From an optimization exercise on the open Yosys and OpenROAD flow, aimed at small area, a short achievable clock period and few clock cycles; shortcuts taken in it are not production practice.
Function was not checked in any run shown here: the RTL went through the layout flow alone.
No activity file was given, so power comes from the tool's default toggle rates.

===== design/flow/run.sh =====
#!/bin/bash
# synth_recipe.tcl (not shown) runs the flow's synth.tcl, then flattens the netlist and writes it again
# the make line also repeats each setting of config.mk as NAME=value (left out here)
make -C /OpenROAD-flow-scripts/flow DESIGN_CONFIG=/design/flow/config.mk WORK_HOME=/design/flow/orfs CLKGATE_MAP_FILE= SYNTH_SCRIPT=/design/flow/synth_recipe.tcl finish

===== design/flow/config.mk =====
export PLATFORM = sky130hd
export DESIGN_NAME = ps2_keyboard_to_hid_report
export DESIGN_NICKNAME = ps2_keyboard_to_hid_report
export VERILOG_FILES = /design/flow/design.v
export SDC_FILE = /design/flow/constraint.sdc
export NUM_CORES = 4
export LEC_CHECK = 0
export ABC_CLOCK_PERIOD_IN_PS = 2500
export CAP_MARGIN = 20
export CORE_MARGIN = 2
export CORE_UTILIZATION = 40
export CTS_BUF_LIST = sky130_fd_sc_hd__clkbuf_8
export CTS_CLUSTER_SIZE = 30
export PLACE_DENSITY = 0.6
export SETUP_SLACK_MARGIN = 5.0
export SLEW_MARGIN = 20

===== design/flow/constraint.sdc =====
create_clock -name core_clock -period 8.0 [get_ports {clock}]
set_input_delay 1.6000 -clock core_clock [delete_from_list [all_inputs] [get_ports {clock}]]
set_output_delay 1.6000 -clock core_clock [all_outputs]
set_load 0.01 [all_outputs]

===== design/flow/design.v =====
`default_nettype none
package ps2kb_pkg;
   localparam int KEY_MAP_BITS_DEF = 256;
   localparam int REPORT_SLOTS_DEF = 6;
   localparam int MAX_SLOTS        = 6;
   localparam int FIFO_DEPTH       = 2;
   localparam int RSP_DATA_W       = 64;
   localparam int RSP_ROLL_BIT     = 8 + 8 * MAX_SLOTS;
   localparam logic MODE_BYTE = 1'b0;
   localparam logic MODE_TICK = 1'b1;
   localparam logic [7:0] PRE_EXT    = 8'hE0;
   localparam logic [7:0] PRE_PAUSE  = 8'hE1;
   localparam logic [7:0] PRE_BREAK  = 8'hF0;
   localparam logic [7:0] PAUSE_HOLD = 8'h14;
   localparam logic [9:0] CODE_PAUSE    = 10'h277;
   localparam logic [9:0] CODE_APP      = 10'd303;
   localparam logic [9:0] CODE_KP_DIV   = 10'd330;
   localparam logic [9:0] CODE_KP_ENTER = 10'd346;
   localparam logic [9:0] EXT_BASE      = 10'd361;
   localparam int         NORMAL_LEN    = 132;
   localparam int         EXT_LEN       = 21;
   localparam logic [7:0] KEY_PAUSE    = 8'd72;
   localparam logic [7:0] KEY_APP      = 8'd101;
   localparam logic [7:0] KEY_KP_DIV   = 8'd84;
   localparam logic [7:0] KEY_KP_ENTER = 8'd88;
   localparam logic [9:0] TICK_MAX = 10'd1023;
   function automatic logic [7:0] normal_code(input logic [7:0] idx);
      logic [7:0] val;
      case (idx)
         8'd0: val = 8'd1;
         8'd1: val = 8'd66;
         8'd3: val = 8'd62;
         8'd4: val = 8'd60;
         8'd5: val = 8'd58;
         8'd6: val = 8'd59;
         8'd7: val = 8'd69;
         8'd9: val = 8'd67;
         8'd10: val = 8'd65;
         8'd11: val = 8'd63;
         8'd12: val = 8'd61;
         8'd13: val = 8'd43;
         8'd14: val = 8'd53;
         8'd21: val = 8'd20;
         8'd22: val = 8'd30;
         8'd26: val = 8'd29;
         8'd27: val = 8'd22;
         8'd28: val = 8'd4;
         8'd29: val = 8'd26;
         8'd30: val = 8'd31;
         8'd33: val = 8'd6;
         8'd34: val = 8'd27;
         8'd35: val = 8'd7;
         8'd36: val = 8'd8;
         8'd37: val = 8'd33;
         8'd38: val = 8'd32;
         8'd41: val = 8'd44;
         8'd42: val = 8'd25;
         8'd43: val = 8'd9;
         8'd44: val = 8'd23;
         8'd45: val = 8'd21;
         8'd46: val = 8'd34;
         8'd49: val = 8'd17;
         8'd50: val = 8'd5;
         8'd51: val = 8'd11;
         8'd52: val = 8'd10;
         8'd53: val = 8'd28;
         8'd54: val = 8'd35;
         8'd58: val = 8'd16;
         8'd59: val = 8'd13;
         8'd60: val = 8'd24;
         8'd61: val = 8'd36;
         8'd62: val = 8'd37;
         8'd65: val = 8'd54;
         8'd66: val = 8'd14;
         8'd67: val = 8'd12;
         8'd68: val = 8'd18;
         8'd69: val = 8'd39;
         8'd70: val = 8'd38;
         8'd73: val = 8'd55;
         8'd74: val = 8'd56;
         8'd75: val = 8'd15;
         8'd76: val = 8'd51;
         8'd77: val = 8'd19;
         8'd78: val = 8'd45;
         8'd82: val = 8'd52;
         8'd84: val = 8'd47;
         8'd85: val = 8'd46;
         8'd88: val = 8'd57;
         8'd90: val = 8'd40;
         8'd91: val = 8'd48;
         8'd93: val = 8'd49;
         8'd97: val = 8'd100;
         8'd102: val = 8'd42;
         8'd105: val = 8'd89;
         8'd107: val = 8'd92;
         8'd108: val = 8'd95;
         8'd112: val = 8'd98;
         8'd113: val = 8'd99;
         8'd114: val = 8'd90;
         8'd115: val = 8'd93;
         8'd116: val = 8'd94;
         8'd117: val = 8'd96;
         8'd118: val = 8'd41;
         8'd119: val = 8'd83;
         8'd120: val = 8'd68;
         8'd121: val = 8'd87;
         8'd122: val = 8'd91;
         8'd123: val = 8'd86;
         8'd124: val = 8'd85;
         8'd125: val = 8'd97;
         8'd126: val = 8'd71;
         8'd131: val = 8'd64;
         default: val = 8'd0;
      endcase
      normal_code = val;
   endfunction
   function automatic logic [7:0] ext_code(input logic [4:0] idx);
      logic [7:0] val;
      case (idx)
         5'd0: val = 8'd77;
         5'd2: val = 8'd80;
         5'd3: val = 8'd74;
         5'd7: val = 8'd73;
         5'd8: val = 8'd76;
         5'd9: val = 8'd81;
         5'd11: val = 8'd79;
         5'd12: val = 8'd82;
         5'd17: val = 8'd78;
         5'd19: val = 8'd70;
         5'd20: val = 8'd75;
         default: val = 8'd0;
      endcase
      ext_code = val;
   endfunction
   typedef struct packed {
      logic       tick;
      logic       key_make;
      logic [7:0] key;
      logic [7:0] mods;
   } cmd_type;
   function automatic logic [7:0] lookup_key(input logic [9:0] code);
      logic [7:0] key;
      logic [9:0] ext_off;
      key     = 8'd0;
      ext_off = code - EXT_BASE;
      if (code < 10'(NORMAL_LEN)) begin
         key = normal_code(code[7:0]);
      end else if (code == CODE_PAUSE) begin
         key = KEY_PAUSE;
      end else if (code == CODE_APP) begin
         key = KEY_APP;
      end else if (code == CODE_KP_DIV) begin
         key = KEY_KP_DIV;
      end else if (code == CODE_KP_ENTER) begin
         key = KEY_KP_ENTER;
      end else if (code >= EXT_BASE && code < EXT_BASE + 10'(EXT_LEN)) begin
         key = ext_code(ext_off[4:0]);
      end
      lookup_key = key;
   endfunction
   function automatic logic [7:0] modifier_mask(input logic [9:0] code);
      logic [7:0] mask;
      unique case (code)
         10'h014: mask = 8'b0000_0001;
         10'h012: mask = 8'b0000_0010;
         10'h011: mask = 8'b0000_0100;
         10'h11F: mask = 8'b0000_1000;
         10'h114: mask = 8'b0001_0000;
         10'h059: mask = 8'b0010_0000;
         10'h111: mask = 8'b0100_0000;
         10'h127: mask = 8'b1000_0000;
         default: mask = 8'b0000_0000;
      endcase
      modifier_mask = mask;
   endfunction
   function automatic logic [6:0] code_token(input logic [9:0] code);
      logic [6:0] t;
      case (code)
         10'h000: t = 7'd1;
         10'h001: t = 7'd66;
         10'h003: t = 7'd62;
         10'h004: t = 7'd60;
         10'h005: t = 7'd58;
         10'h006: t = 7'd59;
         10'h007: t = 7'd69;
         10'h009: t = 7'd67;
         10'h00a: t = 7'd65;
         10'h00b: t = 7'd63;
         10'h00c: t = 7'd61;
         10'h00d: t = 7'd43;
         10'h00e: t = 7'd53;
         10'h011: t = 7'd106;
         10'h012: t = 7'd105;
         10'h014: t = 7'd104;
         10'h015: t = 7'd20;
         10'h016: t = 7'd30;
         10'h01a: t = 7'd29;
         10'h01b: t = 7'd22;
         10'h01c: t = 7'd4;
         10'h01d: t = 7'd26;
         10'h01e: t = 7'd31;
         10'h021: t = 7'd6;
         10'h022: t = 7'd27;
         10'h023: t = 7'd7;
         10'h024: t = 7'd8;
         10'h025: t = 7'd33;
         10'h026: t = 7'd32;
         10'h029: t = 7'd44;
         10'h02a: t = 7'd25;
         10'h02b: t = 7'd9;
         10'h02c: t = 7'd23;
         10'h02d: t = 7'd21;
         10'h02e: t = 7'd34;
         10'h031: t = 7'd17;
         10'h032: t = 7'd5;
         10'h033: t = 7'd11;
         10'h034: t = 7'd10;
         10'h035: t = 7'd28;
         10'h036: t = 7'd35;
         10'h03a: t = 7'd16;
         10'h03b: t = 7'd13;
         10'h03c: t = 7'd24;
         10'h03d: t = 7'd36;
         10'h03e: t = 7'd37;
         10'h041: t = 7'd54;
         10'h042: t = 7'd14;
         10'h043: t = 7'd12;
         10'h044: t = 7'd18;
         10'h045: t = 7'd39;
         10'h046: t = 7'd38;
         10'h049: t = 7'd55;
         10'h04a: t = 7'd56;
         10'h04b: t = 7'd15;
         10'h04c: t = 7'd51;
         10'h04d: t = 7'd19;
         10'h04e: t = 7'd45;
         10'h052: t = 7'd52;
         10'h054: t = 7'd47;
         10'h055: t = 7'd46;
         10'h058: t = 7'd57;
         10'h059: t = 7'd109;
         10'h05a: t = 7'd40;
         10'h05b: t = 7'd48;
         10'h05d: t = 7'd49;
         10'h061: t = 7'd100;
         10'h066: t = 7'd42;
         10'h069: t = 7'd89;
         10'h06b: t = 7'd92;
         10'h06c: t = 7'd95;
         10'h070: t = 7'd98;
         10'h071: t = 7'd99;
         10'h072: t = 7'd90;
         10'h073: t = 7'd93;
         10'h074: t = 7'd94;
         10'h075: t = 7'd96;
         10'h076: t = 7'd41;
         10'h077: t = 7'd83;
         10'h078: t = 7'd68;
         10'h079: t = 7'd87;
         10'h07a: t = 7'd91;
         10'h07b: t = 7'd86;
         10'h07c: t = 7'd85;
         10'h07d: t = 7'd97;
         10'h07e: t = 7'd71;
         10'h083: t = 7'd64;
         10'h111: t = 7'd110;
         10'h114: t = 7'd108;
         10'h11f: t = 7'd107;
         10'h127: t = 7'd111;
         10'h12f: t = 7'd101;
         10'h14a: t = 7'd84;
         10'h15a: t = 7'd88;
         10'h169: t = 7'd77;
         10'h16b: t = 7'd80;
         10'h16c: t = 7'd74;
         10'h170: t = 7'd73;
         10'h171: t = 7'd76;
         10'h172: t = 7'd81;
         10'h174: t = 7'd79;
         10'h175: t = 7'd82;
         10'h17a: t = 7'd78;
         10'h17c: t = 7'd70;
         10'h17d: t = 7'd75;
         10'h277: t = 7'd72;
         default: t = 7'd0;
      endcase
      code_token = t;
   endfunction
endpackage
`default_nettype wire
`default_nettype none
module ps2_keyboard_to_hid_report #(
   parameter int KEY_MAP_BITS = ps2kb_pkg::KEY_MAP_BITS_DEF,
   parameter int REPORT_SLOTS = ps2kb_pkg::REPORT_SLOTS_DEF
) (
   input  wire logic                          clock,
   input  wire logic                          reset,
   input  wire logic                          req_tvalid,
   output logic                               req_tready,
   input  wire logic                          req_tuser,   
   input  wire logic [7:0]                    req_tdata,   
   output logic                               rsp_tvalid,
   input  wire logic                          rsp_tready,
   output logic [ps2kb_pkg::RSP_DATA_W-1:0]   rsp_tdata,
   input  wire logic                          csr_valid,
   output logic                               csr_ready,
   input  wire logic [9:0]                    csr_data     
);
   localparam int NS = 6;   
   localparam logic [127:0] KEYS = 128'h0000003ffffffffffffbfffffffffff2;
   localparam logic [6:0]   KEY_TOP = 7'd101;   
   assign csr_ready = 1'b1;
   logic busy_ff;                       
   logic e_go;                          
   logic do_scan;                       
   logic       a_valid_ff, s_valid_ff, rdy_ff;
   logic [8:0] a_item_ff, s_item_ff;    
   logic       a_take;                  
   logic       acc;
   assign req_tready = rdy_ff;
   assign acc        = req_tvalid && rdy_ff;
   always_ff @(posedge clock) begin
      if (reset) begin
         a_valid_ff <= 1'b0;
         s_valid_ff <= 1'b0;
         rdy_ff     <= 1'b0;
      end else begin
         if (!a_valid_ff || a_take) begin
            a_valid_ff <= s_valid_ff || acc;
            s_valid_ff <= 1'b0;
            rdy_ff     <= 1'b1;
         end else if (acc) begin
            s_valid_ff <= 1'b1;
            rdy_ff     <= 1'b0;
         end else begin
            rdy_ff     <= !s_valid_ff;
         end
      end
   end
   always_ff @(posedge clock) begin
      if (!a_valid_ff || a_take) begin
         a_item_ff <= s_valid_ff ? s_item_ff : {req_tuser, req_tdata};
      end
      if (!s_valid_ff) begin
         s_item_ff <= {req_tuser, req_tdata};
      end
   end
   logic       e0_ff, e1_ff, rel_ff;
   logic       b_valid_ff, b_tick_ff, b_brk_ff;
   logic [6:0] b_key_ff;
   logic       b_load;                  
   logic       m_load;                  
   logic [7:0] d_byte;
   logic [6:0] d_key;
   logic       d_pre_e0, d_pre_e1, d_drop, d_pre_f0, d_done;
   assign a_take   = a_valid_ff && b_load;
   assign d_byte   = a_item_ff[7:0];
   assign d_key    = ps2kb_pkg::code_token({e1_ff, e0_ff, d_byte});
   assign d_pre_e0 = !e1_ff && d_byte == ps2kb_pkg::PRE_EXT;
   assign d_pre_e1 = !e1_ff && d_byte == ps2kb_pkg::PRE_PAUSE;
   assign d_drop   = e1_ff && d_byte == ps2kb_pkg::PAUSE_HOLD;
   assign d_pre_f0 = d_byte == ps2kb_pkg::PRE_BREAK;
   assign d_done   = !(d_pre_e0 || d_pre_e1 || d_drop || d_pre_f0);
   always_ff @(posedge clock) begin
      if (reset) begin
         e0_ff  <= 1'b0;
         e1_ff  <= 1'b0;
         rel_ff <= 1'b0;
      end else if (a_take && !a_item_ff[8]) begin
         if (d_pre_e0) begin
            e0_ff <= 1'b1;
         end else if (d_pre_e1) begin
            e1_ff <= 1'b1;
         end else if (d_drop) begin
         end else if (d_pre_f0) begin
            rel_ff <= 1'b1;
         end else begin
            e0_ff  <= 1'b0;
            e1_ff  <= 1'b0;
            rel_ff <= 1'b0;
         end
      end
   end
   assign b_load = !b_valid_ff || m_load;
   always_ff @(posedge clock) begin
      if (reset) begin
         b_valid_ff <= 1'b0;
      end else if (b_load) begin
         b_valid_ff <= a_valid_ff && (a_item_ff[8] || d_done);
      end
   end
   always_ff @(posedge clock) begin
      if (b_load) begin
         b_tick_ff <= a_item_ff[8];
         b_brk_ff  <= rel_ff;
         b_key_ff  <= d_key;
      end
   end
   logic [127:0] map_ff;
   logic [9:0]   rem_ff;                
   logic         m_valid_ff, m_tick_ff, m_brk_ff, m_member_ff;
   logic [6:0]   m_key_ff;
   logic [6:0]   km;                    
   logic         e_wr;                  
   logic         m_member;
   assign m_load   = !busy_ff && (!m_valid_ff || e_go) && !do_scan;
   assign km       = busy_ff ? rem_ff[6:0] : b_key_ff;
   assign m_member = (e_wr && m_key_ff == km) ? !m_brk_ff : map_ff[km];
   always_ff @(posedge clock) begin
      if (reset) begin
         m_valid_ff <= 1'b0;
      end else if (busy_ff) begin
         m_valid_ff <= rem_ff[6:0] != 7'd0;
      end else if (m_load) begin
         m_valid_ff <= b_valid_ff;
      end else if (e_go) begin
         m_valid_ff <= 1'b0;
      end
   end
   always_ff @(posedge clock) begin
      if (busy_ff || m_load) begin
         m_tick_ff   <= !busy_ff && b_tick_ff;
         m_brk_ff    <= b_brk_ff;
         m_key_ff    <= km;
         m_member_ff <= m_member;
      end
   end
   logic [7:0]         mods_ff;
   logic [NS-1:0][6:0] slot_ff;
   logic               over_ff;         
   logic [6:0]         cnt_ff;          
   logic [9:0]         idle_ff;
   logic               rsp_valid_ff;
   logic [6:0]         k;
   logic [NS-1:0]      lt;
   logic               is_mod, is_key, chg, scan_end;
   logic               do_ins, do_del, do_roll, do_rep;
   assign rsp_tvalid = rsp_valid_ff;
   always_comb begin
      rsp_tdata        = '0;
      rsp_tdata[7:0]   = mods_ff;
      for (int s = 0; s < NS; s++) begin
         rsp_tdata[8 + 8 * s +: 7] = slot_ff[s];
      end
      rsp_tdata[ps2kb_pkg::RSP_ROLL_BIT] = over_ff;
   end
   assign e_go     = m_valid_ff && !busy_ff && (!rsp_valid_ff || rsp_tready);
   assign k        = m_key_ff;
   assign is_mod   = !m_tick_ff && k[6:3] == 4'b1101;
   assign is_key   = !m_tick_ff && k[6:3] != 4'b1101 && k != 7'd0;
   assign e_wr     = e_go && is_key;
   assign chg      = m_member_ff == m_brk_ff;   
   assign scan_end = busy_ff && m_valid_ff && k == 7'd1;
   function automatic logic less(input logic [6:0] a, input logic [6:0] b);
      logic r;
      r = 1'b0;
      for (int i = 0; i < 7; i++) begin
         r = (!a[i] && b[i]) || (!(a[i] ^ b[i]) && r);
      end
      less = r;
   endfunction
   always_comb begin
      for (int s = 0; s < NS; s++) begin
         lt[s] = slot_ff[s] != 7'd0 && less(slot_ff[s], k);
      end
   end
   always_comb begin
      do_ins  = 1'b0;
      do_del  = 1'b0;
      do_roll = 1'b0;
      do_scan = 1'b0;
      do_rep  = 1'b0;
      if (busy_ff) begin
         do_ins = m_valid_ff && m_member_ff;
         do_rep = scan_end;
      end else if (e_go) begin
         if (m_tick_ff) begin
            do_rep = idle_ff != 10'd0 && rem_ff == 10'd1;
         end else begin
            if (is_key && chg) begin
               if (!m_brk_ff) begin
                  do_roll = !over_ff && cnt_ff == 7'd6;
                  do_ins  = !over_ff && cnt_ff != 7'd6;
               end else begin
                  do_scan = over_ff && cnt_ff == 7'd7;
                  do_del  = !over_ff;
               end
            end
            do_rep = !do_scan;
         end
      end
   end
   logic [7:0]  map_row;
   logic [15:0] map_col;
   logic        map_v;
   assign map_v  = !m_brk_ff && !reset;
   always_comb begin
      for (int j = 0; j < 8; j++) map_row[j] = reset || (e_wr && k[6:4] == 3'(j));
      for (int m = 0; m < 16; m++) map_col[m] = reset || k[3:0] == 4'(m);
   end
   for (genvar i = 0; i < 128; i++) begin : g_map
      if (KEYS[i]) begin : g_bit
         always_ff @(posedge clock) begin
            if (map_row[i / 16] && map_col[i % 16]) begin
               map_ff[i] <= map_v;
            end
         end
      end else begin : g_none
         assign map_ff[i] = 1'b0;
      end
   end
   logic [NS-1:0] s_k, s_lo, s_hi, s_en;
   logic [NS-1:0][6:0] s_d;
   logic          s_clr;
   assign s_clr = reset || do_scan;
   always_comb begin
      for (int s = 0; s < NS; s++) begin
         s_k[s]  = !reset && do_ins && !lt[s] && (s == 0 || lt[s == 0 ? 0 : s-1]);
         s_lo[s] = !reset && do_ins && !lt[s] && s != 0 && !lt[s == 0 ? 0 : s-1];
         s_hi[s] = !reset && do_del && !lt[s];
         s_en[s] = s_clr || do_roll || ((do_ins || do_del) && !lt[s]);
         s_d[s]  = ({7{s_k[s]}} & k)
                 | ({7{s_lo[s]}} & (s == 0 ? 7'd0 : slot_ff[s == 0 ? 0 : s-1]))
                 | ({7{s_hi[s]}} & (s == NS - 1 ? 7'd0 : slot_ff[s == NS - 1 ? 0 : s+1]))
                 | {6'd0, do_roll && !reset};
      end
   end
   for (genvar s = 0; s < NS; s++) begin : g_slot
      always_ff @(posedge clock) begin
         if (s_en[s]) begin
            slot_ff[s] <= s_d[s];
         end
      end
   end
   always_ff @(posedge clock) begin
      if (reset) begin
         mods_ff      <= 8'd0;
         over_ff      <= 1'b0;
         cnt_ff       <= 7'd0;
         idle_ff      <= 10'd0;
         rem_ff       <= 10'd0;
         busy_ff      <= 1'b0;
         rsp_valid_ff <= 1'b0;
      end else begin
         if (csr_valid) begin
            idle_ff <= csr_data;
         end
         if (do_rep) begin
            rsp_valid_ff <= 1'b1;
         end else if (rsp_tready) begin
            rsp_valid_ff <= 1'b0;
         end
         if (e_go && is_mod) begin
            mods_ff[k[2:0]] <= !m_brk_ff;
         end
         if (e_wr && chg) begin
            cnt_ff <= m_brk_ff ? cnt_ff - 7'd1 : cnt_ff + 7'd1;
         end
         if (do_roll) begin
            over_ff <= 1'b1;
         end
         if (do_scan) begin
            over_ff <= 1'b0;
            busy_ff <= 1'b1;
         end
         if (scan_end) begin
            busy_ff <= 1'b0;
         end
         if (csr_valid) begin
            rem_ff <= csr_data;
         end else if (do_scan) begin
            rem_ff <= {3'b000, KEY_TOP};
         end else if (do_rep) begin
            rem_ff <= idle_ff;
         end else if (busy_ff || (e_go && m_tick_ff)) begin
            rem_ff <= rem_ff - 10'd1;
         end
      end
   end
endmodule
`default_nettype wire

==> results of run 1 <==
## layout by cell type (no fill, tap or decap), drive strengths merged, types with 49 or more instances in the layout
master and instances:
a21oi 82, buf 100, dfxtp 55, dlygate4sd2 54
edfxtp 168, ha 49, inv 76, mux2i 64
nand2 109, nor2 200, o21ai 64
## cells by family (layout without fill, tap and decap cells)
kind of cell / Yosys count / in the layout / synth area share (%)
flip-flops: 223 / 223 / 45.7
multiplexers: 83 / 83 / 7.13
adder cells (fa/ha/maj): 50 / 50 / 4.71
XOR/XNOR: 21 / 21 / 1.37
AND/OR/NAND/NOR: 538 / 538 / 19.7
buffers and inverters: 165 / 319 / 5.47
other: 2 / 14 / 0.0559
AO/OA/AOI/OAI: 314 / 315 / 15.9
## where the power goes
part	switching (W)	leakage [nW]	internal (W)
Combinational	0.000366	3.82	0.000217
Sequential	0.0000400	2.12	0.00131
Clock	0.000489	0.412	0.000536
## synth_stat cells (all sizes together), types with 8 or more instances
| library cell | instances | share of area (%) |
|---|---|---|
| nor2 | 200 | 5.6 |
| edfxtp | 168 | 38 |
| nand2 | 109 | 3.0 |
| a21oi | 81 | 3.0 |
| inv | 69 | 1.9 |
| mux2i | 64 | 5.0 |
| o21ai | 64 | 2.4 |
| dfxtp | 55 | 8.2 |
| clkbuf | 49 | 1.4 |
| ha | 49 | 4.6 |
| buf | 46 | 2.1 |
| nand3 | 43 | 1.6 |
| nor3 | 38 | 1.4 |
| nor2b | 25 | 1.2 |
| nor4 | 21 | 1.2 |
| a31oi | 18 | 0.95 |
| xnor2 | 17 | 1.1 |
| nand2b | 14 | 0.65 |
| nand4 | 13 | 0.60 |
| and3 | 12 | 0.57 |
| mux2 | 12 | 1.0 |
| or3 | 12 | 0.56 |
| a211oi | 11 | 0.61 |
| a22oi | 11 | 0.61 |
| o22ai | 11 | 0.51 |
| o211ai | 10 | 0.56 |
| a221oi | 9 | 0.63 |
| a2111oi | 8 | 0.58 |
| a221o | 8 | 0.60 |
| a311oi | 8 | 0.52 |
| and3b | 8 | 0.52 |
| o31ai | 8 | 0.55 |
| or4 | 8 | 0.47 |
## through the flow
step                      hold slack (ns)  instance area [um^2]  cells  power [W]
after floorplan                     0.400                 13700   1408    0.00174
after global placement              0.402                 14700   1863    0.00191
after detailed placement            0.409                 14700   1863    0.00192
after CTS                           0.421                 15900   1990    0.00296
after global routing                0.440                 16200   2011    0.00309
final                               0.420                 16200   2011    0.00296
## what timing repair did
| item | 4_1_cts | 5_1_grt |
|---|---|---|
| setup endpoints to repair | 210 | 112 |
| setup buffers | 52 | 20 |
| pin swaps | 3 | 6 |
| cloned | 0 | 1 |
| gates resized for setup | 81 | 36 |
| hold endpoints to repair | 0 | 0 |
## per-layer routing
layer / share of wire (%) / vias to the layer above / GRT usage [%]
met3: 6.4 / 120 / 3.62
met1: 42 / 5694 / 29.7
met5: 0 / - / 0
li1: - / 5467 / -
met2: 48 / 512 / 39.2
met4: 3.9 / 0 / 10.3
## critical path: stages
cell     delay (ns)
buf_2          0.12
nor2b_4        0.15
nor4_4         0.07
buf_4          0.16
and3_4         0.18
o31ai_4        0.30
or3b_4         0.42
or3_4          0.33
a21oi_2        0.13
## cell type report
cell class / count / area [um^2]
Clock buffer: 43 / 592
Clock inverter: 32 / 175
Fill cell: 3200 / 17100
Inverter: 70 / 265
Multi-Input combinational cell: 1021 / 7000
Sequential cell: 223 / 6150
Tap cell: 448 / 561
Timing Repair Buffer: 174 / 1480
## sequential cells by signal, indices dropped and copies added (netlist names), 7 cells and up
name / cells
map_ff: 98
slot_ff: 42
idle_ff: 10
rem_ff: 10
a_item_ff: 9
s_item_ff: 9
mods_ff: 8
b_key_ff: 7
cnt_ff: 7
m_key_ff: 7
## path summary, 6_finish.rpt
kind              startpoint          end  depth (start not counted)
setup / recovery  rsp_tready        e0_ff                          9
hold / removal      b_brk_ff     m_brk_ff                          0
setup reg to reg       e1_ff  b_key_ff[2]                          8
hold reg to reg     b_brk_ff     m_brk_ff                          0
==> flow_summary.ini, run 1 <==
[run_status]
status = finished clean

[grt]
grt_max_degree = 99
antenna_found_initial = 0
track_usage_pct = 23.3
grt_pass1_wl_um = 65000
overflow = 0
grt_pass1_vias = 11564

[timing]
min_period_ns = 2.99
tns_ns = 0
clock_skew_ns = 0.0615
drv_slew = 0
post-route-period-util_pct = 37.4
hold_viol = 0
setup_violations = 0
final.setup.worst_slack_ns = 5.01
fmax_mhz = 335
rsz0062_at_grt = true
slew_headroom_pct = 41.9
worst_pin_slew_ns = 0.855

[logic_synthesis]
synth-edff-count = 168
synth-seq-cells = 223
ys.flop_type = edfxtp_1
yosysWarnings = 30
synth_area_um2 = 13400
netlist_instances = 1396
synth.distinct_cells = 89
ys_async_sr_fraction_pct = 0
synth_area_per_cell_um2 = 9.63
ys_seq_area_share_pct = 45.7

[route]
ant_nets = 0
postRouteWirelength_um = 41900
wl_per_cell_um = 20.8
viasPerCell = 5.86
drc = 0
dr.pass1.iters = 7
drt_iter0_drc = 1333
via_count = 11793

[floorplan]
initial_core_util_pct = 40.4
coreArea_um2 = 33300
rows = 67
dieArea_um2 = 35100
die_h_um = 187
chipWidth_um = 187
io_pins = 91

[worst_setup_path]
crit_fanout = 4
required_ns = 8.48
cp-end-kind = register
critPathKind = input pin to register
cp-start-kind = input pin
reg2reg_setup_slack_ns = 5.10
cp_data_arrival_time_ns = 3.47

[clock_network]
clock_sinks = 223
clockRootBuffer = clkbuf_8
clockBufferDepth = 3
clkSlewWorstSetupHoldPaths_ns = 0.06
cts_tree = done
hold_buffers = 0
cts_buffers = 41
clk_latency_ns = 0.56
cts_max_level = 2

[final_layout]
nets = 1605
syn_to_final_growth_pct = 20.6
diodes = 0
drive_gt1_share_pct = 15.8
fin_util_pct = 48.7

[placed_design]
hpwl_um = 27900
gp_congestion = 0.970
portBuffers = 76
pre_cts_ws_ns = 3.66

[power_and_ir_drop]
ir_drop_mv = 0.151
power_density_nw_per_um2 = 182
leakagePower_nw = 6.35

[worst_hold_path]
min_path_type = register to register

[flow_run]
drv_cap = 0
==> run 2, diff against run 1 <==
--- a/design/flow/config.mk
+++ b/design/flow/config.mk
@@ -5,7 +5,6 @@
 export SDC_FILE = /design/flow/constraint.sdc
 export NUM_CORES = 4
 export LEC_CHECK = 0
-export ABC_CLOCK_PERIOD_IN_PS = 2500
 export CAP_MARGIN = 20
 export CORE_MARGIN = 2
 export CORE_UTILIZATION = 40
==> flow_summary.ini, run 2 <==
[timing]
drv_slew = 0
rsz0062_at_grt = true
hold_viol = 0
fmax_mhz = 335
min_period_ns = 2.99
clock_skew_ns = 0.0615
tns_ns = 0
setup_violations = 0
slew_headroom_pct = 41.9
worst_pin_slew_ns = 0.855
post-route-period-util_pct = 37.4

[floorplan]
rows = 67
initial_core_util_pct = 40.4
coreArea_um2 = 33300
dieArea_um2 = 35100
chipWidth_um = 187
io_pins = 91
die_h_um = 187

[route]
ant_nets = 0
via_count = 11793
drt_iter0_drc = 1333
dr.pass1.iters = 7
postRouteWirelength_um = 41900
drc = 0
wl_per_cell_um = 20.8
viasPerCell = 5.86

[worst_setup_path]
cp-end-kind = register
slowest_delay_ns = 0.42
cp-start-kind = input pin
cp_data_arrival_time_ns = 3.47
reg2reg_setup_slack_ns = 5.10
worstPathCellList = buf_2, nor2b_4, nor4_4, buf_4, and3_4, o31ai_4, or3b_4, or3_4, a21oi_2
reg2regPathDepth = 8
crit_fanout = 4
critPathBufInv = 2
reg2reg_from = e1_ff
crit_slowest_cell = or3b_4
required_ns = 8.48
critPathKind = input pin to register
critPathTopFamily = simple AND/OR/NAND/NOR gates
timing.rr.end = b_key_ff[2]

[final_layout]
layout_common_cells = nor2_1, edfxtp_1, nand2_1
nets = 1605
largest_reg_flops = 98
regArea_um2 = 6150
regMostFlops = map_ff
num-fill-cells = 3200
layout_commonest_cell = nor2_1
reg.largest.list = map_ff: 98 flops, slot_ff: 42 flops
multi_input_area_um2 = 7000
diodes = 0
syn_to_final_growth_pct = 20.6
drive_gt1_share_pct = 15.8

[worst_hold_path]
min_path_type = register to register
hold_path.startpoint = b_brk_ff
hold_path_end = m_brk_ff
hold_depth = 0

[logic_synthesis]
synth_compound_area_share_pct = 15.9
netlist_instances = 1396
yosys.area_share.simple_pct = 19.7
ys_seq_area_share_pct = 45.7
synth_area_um2 = 13400
synth-seq-cells = 223
synth_area_per_cell_um2 = 9.63
synth-edff-count = 168
synth_top_family_by_area = simple AND/OR/NAND/NOR gates
synthXorXnorAreaFrac_pct = 1.37
synth_area_leaders = edfxtp_1, dfxtp_1, nor2_1
ys_async_sr_fraction_pct = 0
yosys.area.top_type = edfxtp_1
synth.most_common_cell = nor2_1
synth_mux_area_share_pct = 7.13
yosysWarnings = 30
synth.distinct_cells = 89
synth_top_cells_by_count = nor2_1, edfxtp_1, nand2_1
ys.flop_type = edfxtp_1
synth_top_area_share_pct = 37.5
synthAdderAreaFrac_pct = 4.71

[grt]
grt_pass1_vias = 11564
grt_pass1_wl_um = 65000
grt_max_degree = 99
overflow = 0
track_usage_pct = 23.3
antenna_found_initial = 0

[clock_network]
clockBufferDepth = 3
clock_sinks = 223
clk_latency_ns = 0.56
cts_buffers = 41
clkSlewWorstSetupHoldPaths_ns = 0.06
clockRootBuffer = clkbuf_8
cts_max_level = 2
cts_tree = done

[power_and_ir_drop]
power_density_nw_per_um2 = 182
leakagePower_nw = 6.35
ir_drop_mv = 0.151
total_power_w = 0.00296

[placed_design]
hpwl_um = 27900
gp_congestion = 0.970
portBuffers = 76

[run_status]
status = finished clean

[flow_run]
drv_cap = 0
## run 2: cell counts after synthesis
No cell type changed its count.
## run 2: what timing repair did
action / in CTS / in global routing
pin swaps: 3 / 6
endpoints found under the setup margin: 210 / 112
cloned: 0 / 1
buffers inserted: 52 / 20
endpoints found under the hold margin: 0 / 0
gates resized for setup: 81 / 36
hold buffers: 0 / 0
## run 2: layout make-up
cell class	count	share of cell area (%)
clock buffers	43	3.65
inverters	70	1.64
clock inverters	32	1.08
multi-input cells	1021	43.2
flip-flops and latches	223	37.9
repair buffers	174	9.10
well taps	448	3.46
## run 2: worst max-delay path by stage
stage / from / end / slack (ns) / cells after the start
global placement: rsp_tready / slot_ff[11] / 3.73 / 8
floorplan: reset / map_ff[100] / 4.63 / 5
finish: rsp_tready / e0_ff / 5.01 / 9
CTS: busy_ff / m_member_ff / 4.96 / 9
detailed placement: rsp_tready / slot_ff[8] / 3.66 / 8
global route: m_key_ff[1] / slot_ff[13] / 4.95 / 11
## run 2: through the flow
step / cells / util, % / hold slack [ns] / area [um^2] / setup WS (ns)
2_1_floorplan: 1408 / - / 0.400 / 13700 / 4.63
3_3_place_gp: 1863 / 44.2 / 0.402 / 14700 / 3.73
3_5_place_dp: 1863 / 44.2 / 0.409 / 14700 / 3.66
4_1_cts: 1990 / 47.8 / 0.421 / 15900 / 4.96
5_1_grt: 2011 / 48.7 / 0.440 / 16200 / 4.95
6_report: 2011 / 48.7 / 0.420 / 16200 / 5.01
## run 2: power by group
part           total [W]  internal [W]  switching [W]
registers        0.00135       0.00131      0.0000400
clock network    0.00103      0.000536       0.000489
logic           0.000583      0.000217       0.000366
total            0.00296       0.00206       0.000895
## run 2: cells by family (layout without fill, tap and decap cells)
kind of cell	after synthesis	count (layout)
compound gates	314	315
xor+xnor	21	21
fa+ha+maj	50	50
buf+inv	165	319
flops	223	223
mux	83	83
other cells	2	14
simple gates	538	538
## run 2: layer usage
layer  global-route usage (%)  up-vias  routed length [um]
met2                     39.2      512               20100
met5                        0        -                   0
li1                         -     5467                   -
met1                     29.7     5694               17400
met3                     3.62      120                2700
met4                     10.3        0                1620
==> run 3, diff against run 2 <==
--- a/design/flow/config.mk
+++ b/design/flow/config.mk
@@ -5,11 +5,10 @@
 export SDC_FILE = /design/flow/constraint.sdc
 export NUM_CORES = 4
 export LEC_CHECK = 0
+export ABC_CLOCK_PERIOD_IN_PS = 2500
 export CAP_MARGIN = 20
 export CORE_MARGIN = 2
 export CORE_UTILIZATION = 40
-export CTS_BUF_LIST = sky130_fd_sc_hd__clkbuf_8
-export CTS_CLUSTER_SIZE = 30
 export PLACE_DENSITY = 0.6
 export SETUP_SLACK_MARGIN = 5.0
 export SLEW_MARGIN = 20
==> flow_summary.ini, run 3 <==
[grt]
grt_max_degree = 99
overflow = 0
grt_pass1_vias = 11464
antenna_found_initial = 0
grt_pass1_wl_um = 64900
track_usage_pct = 23.2

[power_and_ir_drop]
power_density_nw_per_um2 = 189
total_power_w = 0.00306
ir_drop_mv = 0.140
leakagePower_nw = 6.33

[logic_synthesis]
synth_top_family_by_area = simple AND/OR/NAND/NOR gates
netlist_instances = 1396
synth_top_area_share_pct = 37.5
ys_async_sr_fraction_pct = 0
synth_top_cells_by_count = nor2_1, edfxtp_1, nand2_1
synth_area_um2 = 13400
synthXorXnorAreaFrac_pct = 1.37
ys.flop_type = edfxtp_1
synth-seq-cells = 223
synth_area_per_cell_um2 = 9.63
yosys.area.top_type = edfxtp_1
ys_seq_area_share_pct = 45.7
yosys.area_share.simple_pct = 19.7
synth_compound_area_share_pct = 15.9
synth.most_common_cell = nor2_1
synth_area_leaders = edfxtp_1, dfxtp_1, nor2_1
synth.distinct_cells = 89
yosysWarnings = 30
synth_mux_area_share_pct = 7.13
synthAdderAreaFrac_pct = 4.71
synth-edff-count = 168

[run_status]
status = finished clean

[placed_design]
postPlaceCellArea_um2 = 14700
portBuffers = 76
gp_congestion = 0.970
placedCellCount = 1863
hpwl_um = 27900

[timing]
drv_slew = 0
min_period_ns = 2.93
hold_viol = 0
clock_skew_ns = 0.0326
fmax_mhz = 342
worst_pin_slew_ns = 0.936
post-route-period-util_pct = 36.6
rsz0062_at_grt = true
tns_ns = 0
setup_violations = 0
slew_headroom_pct = 35.8

[final_layout]
layout_commonest_cell = nor2_1
final_cell_area_um2 = 16200
num-fill-cells = 3166
nets = 1590
layout.cells.non_filler = 1984
syn_to_final_growth_pct = 20.7
layout_common_cells = nor2_1, edfxtp_1, nand2_1
drive_gt1_share_pct = 14.5
regMostFlops = map_ff
largest_reg_flops = 98
diodes = 0
reg.largest.list = map_ff: 98 flops, slot_ff: 42 flops

[floorplan]
initial_core_util_pct = 40.4
coreArea_um2 = 33300
die_h_um = 187
dieArea_um2 = 35100
io_pins = 91
chipWidth_um = 187
rows = 67

[clock_network]
cts_buffers = 26
clockRootBuffer = clkbuf_16
hold_buffers = 0
cts_max_level = 1
cts_tree = done
clockBufferDepth = 3
clock_sinks = 223
clkSlewWorstSetupHoldPaths_ns = 0.06
clk_latency_ns = 0.55

[worst_setup_path]
crit_fanout = 5
cp-start-kind = input pin
required_ns = 8.25
critPathKind = input pin to register
cp-end-kind = register
cp_data_arrival_time_ns = 3.18

[route]
wl_per_cell_um = 21.0
drt_iter0_drc = 1166
drc = 0
postRouteWirelength_um = 41700
via_count = 11711
viasPerCell = 5.90
ant_nets = 0
dr.pass1.iters = 6

[worst_hold_path]
min_path_type = register to register

[flow_run]
drv_cap = 0
-- run 3: cell count changes in the layout (fill, tap and decap cells not counted), moves of 3 or more --
cell / delta
clkbuf_8: -39
clkbuf_16: +26
clkinv_1: -15
clkbuf_1: +10
inv_1: -5
clkinv_2: -3
-- run 3: layout make-up --
class	instances	area [um^2]	area share [%]
clock buffer	40	743	4.58
clock inverter	8	75.1	0.463
inverter	70	265	1.63
multi-input combinational	1021	6970	43.0
sequential	223	6150	37.9
tap	448	561	3.45
timing repair buffer	174	1460	9.00
-- run 3: repair_timing --
action	CTS	global route
hold endpoints to repair	0	0
endpoints found under the setup margin	232	52
gates cloned	0	1
pin swaps	5	5
resized for setup	85	24
buffers inserted	54	18
-- run 3: cells by family after synthesis --
logic type      Yosys count
compound gates          314
xor+xnor                 21
fa+ha+maj                50
buf+inv                 165
flops                   223
mux                      83
other cells               2
simple gates            538
-- run 3: report_power, final --
part           switching, W  internal (W)
logic              0.000364      0.000215
clock network      0.000462      0.000670
registers         0.0000400       0.00131
total              0.000866       0.00220
-- run 3: worst max-delay path, stage by stage --
cell and delay (ns):
buf_2 0.12, nor2b_4 0.15, nor4_4 0.07, and2_4 0.22
buf_4 0.15, buf_4 0.13, buf_4 0.13, and3_2 0.21
nor4_1 0.32, a221oi_1 0.08
-- run 3: final timing paths --
check | end | slack, ns | startpoint | cells past startpoint
setup reg to reg | m_member_ff | 5.08 | busy_ff | 8
hold / removal | m_brk_ff | 0.42 | b_brk_ff | 0
hold reg to reg | m_brk_ff | 0.42 | b_brk_ff | 0
setup / recovery | m_member_ff | 5.07 | rsp_tready | 10
-- run 3: per-layer routing --
layer	vias to the layer above	routed length [um]	GRT usage (%)
li1	5415	-	-
met1	5663	17400	30.0
met2	515	19900	39.3
met3	118	2790	2.83
met4	0	1600	9.71
met5	-	0	0
-- run 3: stage by stage --
stage / utilization (%) / hold WS (ns) / setup slack (ns)
global route: 48.8 / 0.437 / 4.94
CTS: 48.0 / 0.420 / 4.93
global placement: 44.2 / 0.402 / 3.73
floorplan: - / 0.400 / 4.63
finish: 48.8 / 0.418 / 5.07
detailed placement: 44.2 / 0.409 / 3.66
==> run 4, diff against run 3 <==
--- a/design/flow/config.mk
+++ b/design/flow/config.mk
@@ -8,7 +8,7 @@
 export ABC_CLOCK_PERIOD_IN_PS = 2500
 export CAP_MARGIN = 20
 export CORE_MARGIN = 2
-export CORE_UTILIZATION = 40
-export PLACE_DENSITY = 0.6
+export CORE_UTILIZATION = 60
+export PLACE_DENSITY = 0.75
 export SETUP_SLACK_MARGIN = 5.0
 export SLEW_MARGIN = 20
==> flow_summary.ini, run 4 <==
[run_status]
status = finished clean

[worst_setup_path]
critPathKind = register to register
cp-end-kind = register
cp_data_arrival_time_ns = 3.26
reg2reg_from = a_item_ff[0]
crit_fanout = 45
timing.rr.end = b_key_ff[2]
reg2reg_setup_slack_ns = 4.99
cp-start-kind = register
required_ns = 8.25
reg2regPathDepth = 7

[logic_synthesis]
yosys.area_share.simple_pct = 19.7
ys_seq_area_share_pct = 45.7
synth_compound_area_share_pct = 15.9
synth_top_area_share_pct = 37.5
ys_async_sr_fraction_pct = 0
yosysWarnings = 30
synth.most_common_cell = nor2_1
synth_mux_area_share_pct = 7.13
synth-seq-cells = 223
ys.flop_type = edfxtp_1
netlist_instances = 1396
synth_top_cells_by_count = nor2_1, edfxtp_1, nand2_1
synthAdderAreaFrac_pct = 4.71
yosys.area.top_type = edfxtp_1
synth_top_family_by_area = simple AND/OR/NAND/NOR gates
synth_area_um2 = 13400
synthXorXnorAreaFrac_pct = 1.37
synth.distinct_cells = 89
synth_area_leaders = edfxtp_1, dfxtp_1, nor2_1
synth-edff-count = 168
synth_area_per_cell_um2 = 9.63

[final_layout]
layout_common_cells = nor2_1, edfxtp_1, nand2_1
reg.largest.list = map_ff: 98 flops, slot_ff: 42 flops
regMostFlops = map_ff
layout_commonest_cell = nor2_1
drive_gt1_share_pct = 13.7
nets = 1576
multi_input_area_um2 = 6990
diodes = 0
final_cell_area_um2 = 15900
largest_reg_flops = 98
syn_to_final_growth_pct = 18.3
num-fill-cells = 1587
fin_util_pct = 72.6
regArea_um2 = 6150

[timing]
worst_pin_slew_ns = 0.997
setup_violations = 0
tns_ns = 0
slew_headroom_pct = 31.6
post-route-period-util_pct = 37.6
min_period_ns = 3.01
clock_skew_ns = 0.0267
fmax_mhz = 332
drv_slew = 0
rsz0062_at_grt = true
hold_viol = 0

[grt]
overflow = 0
antenna_found_initial = 0
track_usage_pct = 33.1
grt_pass1_vias = 11414
grt_pass1_wl_um = 62200
grt_max_degree = 99

[floorplan]
dieArea_um2 = 23600
io_pins = 91
rows = 54
initial_core_util_pct = 61.4
die_h_um = 154
coreArea_um2 = 21900
chipWidth_um = 154

[route]
wl_per_cell_um = 22.7
via_count = 12005
dr.pass1.iters = 8
postRouteWirelength_um = 40800
viasPerCell = 6.67
drc = 0
ant_nets = 0
drt_iter0_drc = 1320

[clock_network]
clock_sinks = 223
hold_buffers = 0
cts_tree = done
clkSlewWorstSetupHoldPaths_ns = 0.06
clockRootBuffer = clkbuf_16
clockBufferDepth = 3
cts_max_level = 1
clk_latency_ns = 0.53
cts_buffers = 24

[worst_hold_path]
hold_depth = 0
hold_path_end = m_brk_ff
hold_path.startpoint = b_brk_ff
min_path_type = register to register

[flow_run]
drv_cap = 0

[power_and_ir_drop]
total_power_w = 0.00301
ir_drop_mv = 0.157
leakagePower_nw = 6.28
power_density_nw_per_um2 = 189

[placed_design]
hpwl_um = 26700
postPlaceCellArea_um2 = 14500
portBuffers = 76
gp_congestion = 0.957
==> run 4: cell counts after synthesis <==
No cell type changed its count.
==> run 4: kinds of logic after synthesis <==
| family | count (synthesis) |
|---|---|
| compound gates | 314 |
| xor+xnor | 21 |
| fa+ha+maj | 50 |
| buf+inv | 165 |
| flops | 223 |
| mux | 83 |
| other cells | 2 |
| simple gates | 538 |
==> run 4: routing by layer <==
layer  global-route usage [%]  up-vias  routed length (um)  share of wire [%]
met2                     54.2      770               19100                 47
met3                     5.55      156                4040                9.9
li1                         -     5384                   -                  -
met5                        0        -                   0                  0
met4                     14.9        0                1880                4.6
met1                     43.5     5695               15800                 39
==> run 4: layout make-up <==
class,count,area share [%]
Timing Repair Buffer,162,8.65
Tap cell,280,2.20
Clock buffer,31,4.14
Multi-Input combinational cell,1021,44.0
Clock inverter,12,0.653
Sequential cell,223,38.7
Inverter,70,1.72
==> run 4: worst max-delay path, cell delays in order, from the launching register on <==
cell and delay, ns:
edfxtp_1 0.32, buf_4 0.42, nor2_1 0.28, nand2_1 0.24
o21ai_0 0.11, a2111oi_1 0.50, o21ai_0 0.26, or4_1 0.59
==> run 4: worst max-delay path by stage <==
stage	from	end	slack (ns)	depth (start not counted)
final	a_item_ff[0]	b_key_ff[2]	4.99	7
after global routing	m_key_ff[2]	slot_ff[7]	4.88	8
after detailed placement	rsp_tready	slot_ff[7]	3.45	8
after global placement	rsp_tready	slot_ff[11]	3.73	8
after CTS	m_key_ff[2]	slot_ff[7]	4.99	8
after floorplan	reset	map_ff[100]	4.63	5
==> run 4: through the flow <==
| stage | cells | worst slack [ns] | hold WS [ns] |
|---|---|---|---|
| finish | 1799 | 4.99 | 0.421 |
| global route | 1799 | 4.88 | 0.438 |
| CTS | 1785 | 4.99 | 0.422 |
| detailed placement | 1694 | 3.45 | 0.408 |
| global placement | 1694 | 3.73 | 0.402 |
| floorplan | 1408 | 4.63 | 0.400 |
==> run 4: power by group <==
group / internal (W) / leakage [nW] / total [W] / switching, W
sequential: 0.00131 / 2.12 / 0.00135 / 0.0000432
combinational: 0.000214 / 3.78 / 0.000585 / 0.000371
clock: 0.000616 / 0.375 / 0.00107 / 0.000453
total: 0.00214 / 6.28 / 0.00301 / 0.000867
==> run 4: repair_timing <==
item	in CTS	in global routing
buffers inserted	48	12
setup endpoints to repair	248	70
endpoints found under the hold margin	0	0
gates cloned	0	1
gates resized for setup	88	20
pin swaps	6	5
==> run 5, diff against run 4 <==
--- a/design/flow/design.v
+++ b/design/flow/design.v
@@ -410,7 +410,7 @@
       if (reset) begin
          m_valid_ff <= 1'b0;
       end else if (busy_ff) begin
-         m_valid_ff <= rem_ff[6:0] != 7'd0;
+         m_valid_ff <= rem_ff[6:0] != 7'd0 && !scan_end;
       end else if (m_load) begin
          m_valid_ff <= b_valid_ff;
       end else if (e_go) begin
@@ -450,7 +450,7 @@
    assign is_key   = !m_tick_ff && k[6:3] != 4'b1101 && k != 7'd0;
    assign e_wr     = e_go && is_key;
    assign chg      = m_member_ff == m_brk_ff;   
-   assign scan_end = busy_ff && m_valid_ff && k == 7'd1;
+   assign scan_end = busy_ff && m_valid_ff && m_member_ff && slot_ff[NS-2] != 7'd0;
    function automatic logic less(input logic [6:0] a, input logic [6:0] b);
       logic r;
       r = 1'b0;
==> design/flow/config.mk (replaced) <==
export PLATFORM = sky130hd
export DESIGN_NAME = ps2_keyboard_to_hid_report
export DESIGN_NICKNAME = ps2_keyboard_to_hid_report
export VERILOG_FILES = /design/flow/design.v
export SDC_FILE = /design/flow/constraint.sdc
export NUM_CORES = 4
export LEC_CHECK = 0
export CAP_MARGIN = 20
export CORE_MARGIN = 2
export CORE_UTILIZATION = 40
export PLACE_DENSITY = 0.6
export SETUP_SLACK_MARGIN = 5.0
export SLEW_MARGIN = 20
==> flow_summary.ini, run 5 <==
[clock_network]
clock_sinks = 223
cts_max_level = 1
cts_tree = done
clockBufferDepth = 3
clk_latency_ns = 0.54
clockRootBuffer = clkbuf_16
clkSlewWorstSetupHoldPaths_ns = 0.06
cts_buffers = 26

[logic_synthesis]
synth.most_common_cell = nor2_1
ys_async_sr_fraction_pct = 0
synth_top_area_share_pct = 37.4
ys.flop_type = edfxtp_1
synth_area_per_cell_um2 = 9.64
yosysWarnings = 30
yosys.area.top_type = edfxtp_1
synth.distinct_cells = 90
synth_area_um2 = 13500
synth-edff-count = 168
ys_seq_area_share_pct = 45.5
synth-seq-cells = 223
synth_area_leaders = edfxtp_1, dfxtp_1, nor2_1
netlist_instances = 1401
synth_top_cells_by_count = nor2_1, edfxtp_1, nand2_1

[power_and_ir_drop]
ir_drop_mv = 0.162
leakagePower_nw = 6.22
total_power_w = 0.00300
power_density_nw_per_um2 = 185

[worst_hold_path]
min_path_type = register to register
hold_path.startpoint = rel_ff
hold_depth = 0
hold_path_end = b_brk_ff

[route]
ant_nets = 0
wl_per_cell_um = 21.1
postRouteWirelength_um = 41900
drt_iter0_drc = 1149
via_count = 11716
dr.pass1.iters = 5
drc = 0
viasPerCell = 5.90

[floorplan]
die_h_um = 188
chipWidth_um = 188
dieArea_um2 = 35300
rows = 67
initial_core_util_pct = 40.5
io_pins = 91
coreArea_um2 = 33400

[worst_setup_path]
reg2reg_setup_slack_ns = 5.06
reg2regPathDepth = 9
critPathKind = register to register
required_ns = 8.28
crit_fanout = 21
cp-start-kind = register
reg2reg_from = rem_ff[0]
cp-end-kind = register
timing.rr.end = m_member_ff
cp_data_arrival_time_ns = 3.22

[final_layout]
nets = 1592
diodes = 0
syn_to_final_growth_pct = 20.2
regMostFlops = map_ff
layout_commonest_cell = nor2_1
layout_common_cells = nor2_1, edfxtp_1, nand2_1
final_cell_area_um2 = 16200
largest_reg_flops = 98
drive_gt1_share_pct = 15.5
reg.largest.list = map_ff: 98 flops, slot_ff: 42 flops

[timing]
slew_headroom_pct = 26.4
hold_viol = 0
tns_ns = 0
fmax_mhz = 340
setup_violations = 0
min_period_ns = 2.94
clock_skew_ns = 0.0211
worst_pin_slew_ns = 1.10
post-route-period-util_pct = 36.8
drv_slew = 0
rsz0062_at_grt = true

[grt]
antenna_found_initial = 0
grt_pass1_vias = 11362
grt_max_degree = 99
grt_pass1_wl_um = 65700
track_usage_pct = 23.3
overflow = 0

[placed_design]
hpwl_um = 27600
portBuffers = 76
postPlaceCellArea_um2 = 14700
gp_congestion = 0.972

[run_status]
status = finished clean

[flow_run]
drv_cap = 0
-- run 5: stage by stage --
| step | cells | setup slack [ns] | util (%) | hold WS (ns) |
|---|---|---|---|---|
| 2_1_floorplan | 1413 | 4.64 | - | 0.400 |
| 3_3_place_gp | 1857 | 3.52 | 44.0 | 0.425 |
| 3_5_place_dp | 1857 | 3.48 | 44.0 | 0.435 |
| 4_1_cts | 1962 | 5.00 | 47.9 | 0.451 |
| 5_1_grt | 1985 | 4.97 | 48.6 | 0.455 |
| 6_report | 1985 | 5.06 | 48.6 | 0.442 |
-- run 5: repair_timing --
item,4_1_cts,5_1_grt
endpoints found under the setup margin,245,62
cloned,1,0
gates resized for setup,96,22
hold buffers,0,0
pin swaps,12,8
setup buffers,56,23
hold endpoints to repair,0,0
-- run 5: power breakdown --
part	switching, W	internal (W)
clock	0.000466	0.000627
sequential	0.0000428	0.00131
combinational	0.000344	0.000206
-- run 5: worst max-delay path, stage by stage (launching register included) --
cell and delay [ns]:
dfxtp_1 0.47, mux2i_2 0.10, buf_4 0.24, inv_4 0.29, mux4_2 0.55, nand3_1 0.10
nand4_1 0.20, o32a_1 0.41, a21oi_1 0.21, nor3_1 0.07
-- run 5: cell type report --
class                      instances  area [um^2]
clock buffer                      39          728
tap                              448          561
multi-input combinational       1018         6950
sequential                       223         6150
timing repair buffer             181         1530
inverter                          67          267
clock inverter                     9         46.3
fill                            3178        17100
-- run 5: kinds of logic (layout without fill, tap and decap cells) --
group,count (synthesis),after routing,synth area share [%]
and+or+nand+nor,542,543,19.6
AOI/OAI and AO/OA,306,306,15.6
DFF,223,223,45.5
buffers and inverters,173,296,5.71
muxes,84,84,7.45
adders and majority gates,51,51,4.78
xor gates and xnor gates,20,20,1.30
other,2,14,0.0556
-- run 5: worst max path at each step --
stage | start | end | slack (ns) | depth (start not counted)
2_1_floorplan | reset | map_ff[100] | 4.64 | 5
3_3_place_gp | csr_valid | rem_ff[6] | 3.52 | 5
3_5_place_dp | csr_valid | rem_ff[6] | 3.48 | 5
4_1_cts | reset | slot_ff[0] | 5.00 | 6
5_1_grt | a_item_ff[4] | b_key_ff[4] | 4.97 | 7
6_report | rem_ff[0] | m_member_ff | 5.06 | 9
-- run 5: metal layers --
metal	routed length, um	up-vias	track usage (%)	share of wire, %
met5	0	-	0	0
met2	20400	475	40.2	49
met1	17200	5721	30.0	41
met4	1490	0	8.30	3.6
met3	2940	104	3.24	7.0
li1	-	5416	-	-
==> run 6, diff against run 5 <==
--- a/design/flow/config.mk
+++ b/design/flow/config.mk
@@ -5,9 +5,9 @@
 export SDC_FILE = /design/flow/constraint.sdc
 export NUM_CORES = 4
 export LEC_CHECK = 0
-export CAP_MARGIN = 20
+export CAP_MARGIN = 5
 export CORE_MARGIN = 2
 export CORE_UTILIZATION = 40
 export PLACE_DENSITY = 0.6
 export SETUP_SLACK_MARGIN = 5.0
-export SLEW_MARGIN = 20
+export SLEW_MARGIN = 5
==> flow_summary.ini, run 6 <==
[final_layout]
syn_to_final_growth_pct = 20.2
layout_commonest_cell = nor2_1
drive_gt1_share_pct = 15.5
regMostFlops = map_ff
largest_reg_flops = 98
num-fill-cells = 3178
layout_common_cells = nor2_1, edfxtp_1, nand2_1
nets = 1592
final_cell_area_um2 = 16200
reg.largest.list = map_ff: 98 flops, slot_ff: 42 flops
diodes = 0

[logic_synthesis]
synth_top_area_share_pct = 37.4
netlist_instances = 1401
ys_async_sr_fraction_pct = 0
ys.flop_type = edfxtp_1
yosys.area.top_type = edfxtp_1
synth.most_common_cell = nor2_1
synth.distinct_cells = 90
synth-seq-cells = 223
yosysWarnings = 30
synth_area_leaders = edfxtp_1, dfxtp_1, nor2_1
synth_top_cells_by_count = nor2_1, edfxtp_1, nand2_1
synth-edff-count = 168
synth_area_per_cell_um2 = 9.64
synth_area_um2 = 13500
ys_seq_area_share_pct = 45.5

[worst_setup_path]
cp_data_arrival_time_ns = 3.22
reg2reg_from = rem_ff[0]
critPathBufInv = 2
critPathKind = register to register
slowest_delay_ns = 0.55
cp-start-kind = register
reg2regPathDepth = 9
worstPathCellList = mux2i_2, buf_4, inv_4, mux4_2, nand3_1, nand4_1, o32a_1, a21oi_1, nor3_1
critPathCapture = m_member_ff
cp-startpoint = rem_ff[0]
cp-end-kind = register
timing.rr.end = m_member_ff
reg2reg_setup_slack_ns = 5.06
crit_fanout = 21
crit_slowest_cell = mux4_2
path_depth = 9
critPathTopFamily = multiplexers
required_ns = 8.28

[route]
postRouteWirelength_um = 41900
dr.pass1.iters = 5
drt_iter0_drc = 1149
viasPerCell = 5.90
wl_per_cell_um = 21.1
via_count = 11716
ant_nets = 0
drc = 0

[clock_network]
clockBufferDepth = 3
clkSlewWorstSetupHoldPaths_ns = 0.06
clock_sinks = 223
hold_buffers = 0
clk_latency_ns = 0.54
clockRootBuffer = clkbuf_16
cts_tree = done
cts_buffers = 26
cts_max_level = 1

[timing]
clock_skew_ns = 0.0211
worst_pin_slew_ns = 1.10
hold_viol = 0
post-route-period-util_pct = 36.8
min_period_ns = 2.94
setup_violations = 0
tns_ns = 0
final.setup.worst_slack_ns = 5.06
slew_headroom_pct = 26.4
rsz0062_at_grt = true
fmax_mhz = 340
drv_slew = 0

[floorplan]
die_h_um = 188
io_pins = 91
coreArea_um2 = 33400
rows = 67
dieArea_um2 = 35300
chipWidth_um = 188
initial_core_util_pct = 40.5

[grt]
overflow = 0
grt_pass1_wl_um = 65700
grt_max_degree = 99
grt_pass1_vias = 11362
antenna_found_initial = 0
track_usage_pct = 23.3

[placed_design]
hpwl_um = 27600
gp_congestion = 0.972
portBuffers = 76
pre_cts_ws_ns = 3.48
postPlaceCellArea_um2 = 14700

[power_and_ir_drop]
power_frac_comb_pct = 18.4
p_seq_share_pct = 45.1
leakagePower_nw = 6.22
swShare_pct = 28.5
p_clk_share_pct = 36.5
switchingPower_w = 0.000853
power_density_nw_per_um2 = 185
ir_drop_mv = 0.162
p_int_w = 0.00214

[worst_hold_path]
min_path_type = register to register

[run_status]
status = finished clean

[flow_run]
drv_cap = 0
run 6: per-stage QoR:
step	std cells	hold WS, ns	utilization, %	total power (W)
2_1_floorplan	1413	0.400	-	0.00172
3_3_place_gp	1857	0.425	44.0	0.00188
3_5_place_dp	1857	0.435	44.0	0.00188
4_1_cts	1962	0.451	47.9	0.00299
5_1_grt	1985	0.455	48.6	0.00311
6_report	1985	0.442	48.6	0.00300
run 6: timing repair:
action,4_1_cts,5_1_grt
resized for setup,96,22
setup endpoints to repair,245,62
pin swaps,12,8
gates cloned,1,0
setup buffers,56,23
run 6: final cells by class:
cell class                      instances  area, um^2  area share, %
Multi-Input combinational cell       1018        6950           42.8
Sequential cell                       223        6150           37.9
Timing Repair Buffer                  181        1530           9.41
Clock buffer                           39         728           4.49
Tap cell                              448         561           3.45
Inverter                               67         267           1.64
Clock inverter                          9        46.3          0.285
run 6: routing by layer:
| layer | part of all wire [%] | global-route usage (%) | vias up | routed length, um |
|---|---|---|---|---|
| met5 | 0 | 0 | - | 0 |
| met4 | 3.6 | 8.30 | 0 | 1490 |
| met3 | 7.0 | 3.24 | 104 | 2940 |
| li1 | - | - | 5416 | - |
| met1 | 41 | 30.0 | 5721 | 17200 |
| met2 | 49 | 40.2 | 475 | 20400 |
run 6: power by group through the flow:
stage	clock [W]	combinational (W)	sequential, W
3_5_place_dp	0	0.000488	0.00139
3_3_place_gp	0	0.000485	0.00139
4_1_cts	0.00111	0.000530	0.00135
5_1_grt	0.00116	0.000600	0.00136
2_1_floorplan	0	0.000352	0.00137
6_report	0.00109	0.000550	0.00135
run 6: how the worst min path moves through the flow:
stage / start / endpoint / slack (ns) / cells past startpoint
final: rel_ff / b_brk_ff / 0.44 / 0
after CTS: b_brk_ff / m_brk_ff / 0.45 / 0
after detailed placement: b_brk_ff / m_brk_ff / 0.43 / 0
after global routing: b_brk_ff / m_brk_ff / 0.45 / 0
after global placement: rel_ff / b_brk_ff / 0.42 / 0
after floorplan: b_brk_ff / m_brk_ff / 0.40 / 0
run 6: cell families (layout without fill, tap and decap cells):
logic type	after synthesis	after routing	share of synthesized area (%)
XOR/XNOR	20	20	1.30
buffers and inverters	173	296	5.71
other	2	14	0.0556
AO/OA/AOI/OAI	306	306	15.6
AND/OR/NAND/NOR	542	543	19.6
adder cells (fa/ha/maj)	51	51	4.78
multiplexers	84	84	7.45
flip-flops	223	223	45.5
==> run 7, diff against run 6 <==
==> design/flow/config.mk (replaced) <==
export PLATFORM = sky130hd
export DESIGN_NAME = ps2_keyboard_to_hid_report
export DESIGN_NICKNAME = ps2_keyboard_to_hid_report
export VERILOG_FILES = /design/flow/design.v
export SDC_FILE = /design/flow/constraint.sdc
export NUM_CORES = 4
export LEC_CHECK = 0
export CAP_MARGIN = 20
export CORE_MARGIN = 2
export CORE_UTILIZATION = 30
export PLACE_DENSITY = 0.5
export SETUP_SLACK_MARGIN = 5.0
export SLEW_MARGIN = 20
==> flow_summary.ini, run 7 <==
[run_status]
status = finished clean

[logic_synthesis]
synth_area_um2 = 13500
synth_area_leaders = edfxtp_1, dfxtp_1, nor2_1
synth_top_cells_by_count = nor2_1, edfxtp_1, nand2_1
ys.flop_type = edfxtp_1
synth_top_area_share_pct = 37.4
synth-seq-cells = 223
ys_seq_area_share_pct = 45.5
synth_area_per_cell_um2 = 9.64
synth.distinct_cells = 90
yosys.area.top_type = edfxtp_1
synth.most_common_cell = nor2_1
synth-edff-count = 168
ys_async_sr_fraction_pct = 0
yosysWarnings = 30
netlist_instances = 1401

[final_layout]
drive_gt1_share_pct = 14.9
reg.largest.list = map_ff: 98 flops, slot_ff: 42 flops
largest_reg_flops = 98
nets = 1591
diodes = 0
layout_common_cells = nor2_1, edfxtp_1, nand2_1
regMostFlops = map_ff
layout_commonest_cell = nor2_1
fin_util_pct = 37.2
syn_to_final_growth_pct = 22.1

[route]
drt_iter0_drc = 1085
postRouteWirelength_um = 43400
viasPerCell = 5.47
drc = 0
via_count = 11641
dr.pass1.iters = 8
ant_nets = 0
wl_per_cell_um = 20.4

[timing]
drv_slew = 0
slew_headroom_pct = 23.9
clock_skew_ns = 0.0267
min_period_ns = 2.97
worst_pin_slew_ns = 1.14
hold_viol = 0
post-route-period-util_pct = 37.2
final.setup.worst_slack_ns = 5.03
setup_violations = 0
fmax_mhz = 336
rsz0062_at_grt = true
tns_ns = 0

[worst_setup_path]
critPathBufInv = 1
slowest_delay_ns = 0.47
required_ns = 6.40
crit_fanout = 2
critPathTopFamily = flip-flops
worstPathCellList = dlygate4sd2_1
critPathKind = register to output port
cp_data_arrival_time_ns = 1.37
cp-start-kind = register
crit_slowest_cell = edfxtp_1
reg2reg_setup_slack_ns = 5.09
cp-end-kind = output port

[clock_network]
clockRootBuffer = clkbuf_16
clkSlewWorstSetupHoldPaths_ns = 0.06
cts_buffers = 28
hold_buffers = 0
cts_tree = done
clock_sinks = 223
cts_max_level = 1
clk_latency_ns = 0.58
clockBufferDepth = 3

[grt]
grt_max_degree = 99
grt_pass1_vias = 11270
grt_pass1_wl_um = 67400
overflow = 0
track_usage_pct = 18.2
antenna_found_initial = 0

[placed_design]
pre_cts_ws_ns = 3.53
gp_congestion = 0.949
portBuffers = 76
hpwl_um = 28700

[floorplan]
die_h_um = 216
rows = 77
dieArea_um2 = 46700
io_pins = 91
initial_core_util_pct = 30.5
chipWidth_um = 216
coreArea_um2 = 44300

[power_and_ir_drop]
ir_drop_mv = 0.174
power_density_nw_per_um2 = 190
leakagePower_nw = 6.25

[worst_hold_path]
min_path_type = register to register

[flow_run]
drv_cap = 0
run 7: per-stage QoR:
stage / instance area (um^2) / hold WS [ns] / power (W) / cells
floorplan: 13700 / 0.400 / 0.00172 / 1413
global placement: 14900 / 0.403 / 0.00189 / 2010
detailed placement: 14900 / 0.435 / 0.00189 / 2010
CTS: 16300 / 0.450 / 0.00314 / 2115
global route: 16500 / 0.462 / 0.00325 / 2130
finish: 16500 / 0.447 / 0.00313 / 2130
run 7: final timing paths:
kind	start	to	depth (start not counted)
max reg2reg	busy_ff	m_member_ff	9
max	slot_ff[41]	rsp_tdata[54]	1
min reg2reg	b_brk_ff	m_brk_ff	0
min	b_brk_ff	m_brk_ff	0
run 7: area by class of cell:
cell class                      instances  area, um^2
Tap cell                              592         741
Sequential cell                       223        6150
Timing Repair Buffer                  177        1480
Clock buffer                           39         773
Inverter                               67         267
Clock inverter                         13         113
Multi-Input combinational cell       1019        6960
Fill cell                            4518       27800
run 7: logic make-up (layout without fill, tap and decap cells):
group	after synthesis	after routing	synth area share, %
AOI/OAI and AO/OA	306	306	15.6
xor gates and xnor gates	20	20	1.30
adders and majority gates	51	51	4.78
buffers and inverters	173	296	5.71
DFF	223	223	45.5
muxes	84	84	7.45
other	2	14	0.0556
and+or+nand+nor	542	544	19.6
run 7: repair_timing:
item | in CTS | in global routing
pin swaps | 4 | 5
setup buffers | 50 | 15
resized for setup | 88 | 30
endpoints found under the setup margin | 179 | 199
cloned | 3 | 0
run 7: report_power, final:
part,internal (W),switching [W],leakage [nW],total [W]
clock network,0.000708,0.000507,0.426,0.00122
logic,0.000208,0.000352,3.69,0.000560
registers,0.00131,0.0000411,2.13,0.00135
run 7: metal layers:
layer / wire, um / global-route usage [%] / part of all wire (%) / up-vias
met3: 2530 / 2.47 / 5.8 / 73
met1: 19100 / 24.4 / 44 / 5753
met2: 20800 / 31.2 / 48 / 406
met4: 952 / 4.20 / 2.2 / 0
li1: - / - / - / 5409
met5: 0 / 0 / 0 / -

-- static timing again, ports no longer ideal --
No port has a modelled driver above. Below, the same layouts with a new extraction and two added sets of constraints. Step 1 (the two cells are an assumption about what drives the block):
set clk [get_ports {clock}]
set_driving_cell -lib_cell sky130_fd_sc_hd__clkbuf_16 $clk
set_driving_cell -lib_cell sky130_fd_sc_hd__buf_2 [delete_from_list [all_inputs] $clk]
Step 2 also shifts input and output timing later by t, the mid clock arrival at the registers, as if the neighbouring blocks saw the same clock. Slacks: ideal ports / drivers / drivers and shift; pairs: ideal ports / drivers.
run | t, ns | setup slack, ns | hold WS [ns] | clock arrival spread, ns | worst register clock-pin slew, ns
run 1 | 0.582 | 5.012 / 5.037 / 4.459 | 0.420 / 0.420 / 0.420 | 0.062 / 0.062 | 0.06 / 0.06
run 2 | 0.582 | 5.012 / 5.037 / 4.459 | 0.420 / 0.420 / 0.420 | 0.062 / 0.062 | 0.06 / 0.06
run 3 | 0.580 | 5.072 / 5.048 / 4.523 | 0.418 / 0.418 / 0.418 | 0.037 / 0.037 | 0.06 / 0.06
run 4 | 0.568 | 4.989 / 4.989 / 4.467 | 0.421 / 0.421 / 0.421 | 0.027 / 0.027 | 0.07 / 0.07
run 5 | 0.580 | 5.056 / 5.030 / 4.499 | 0.442 / 0.442 / 0.442 | 0.022 / 0.022 | 0.06 / 0.06
run 6 | 0.580 | 5.056 / 5.030 / 4.499 | 0.442 / 0.442 / 0.442 | 0.022 / 0.022 | 0.06 / 0.06
run 7 | 0.614 | 5.027 / 4.975 / 4.493 | 0.447 / 0.447 / 0.447 | 0.027 / 0.026 | 0.06 / 0.06
After both steps setup and hold are still met in every run listed.
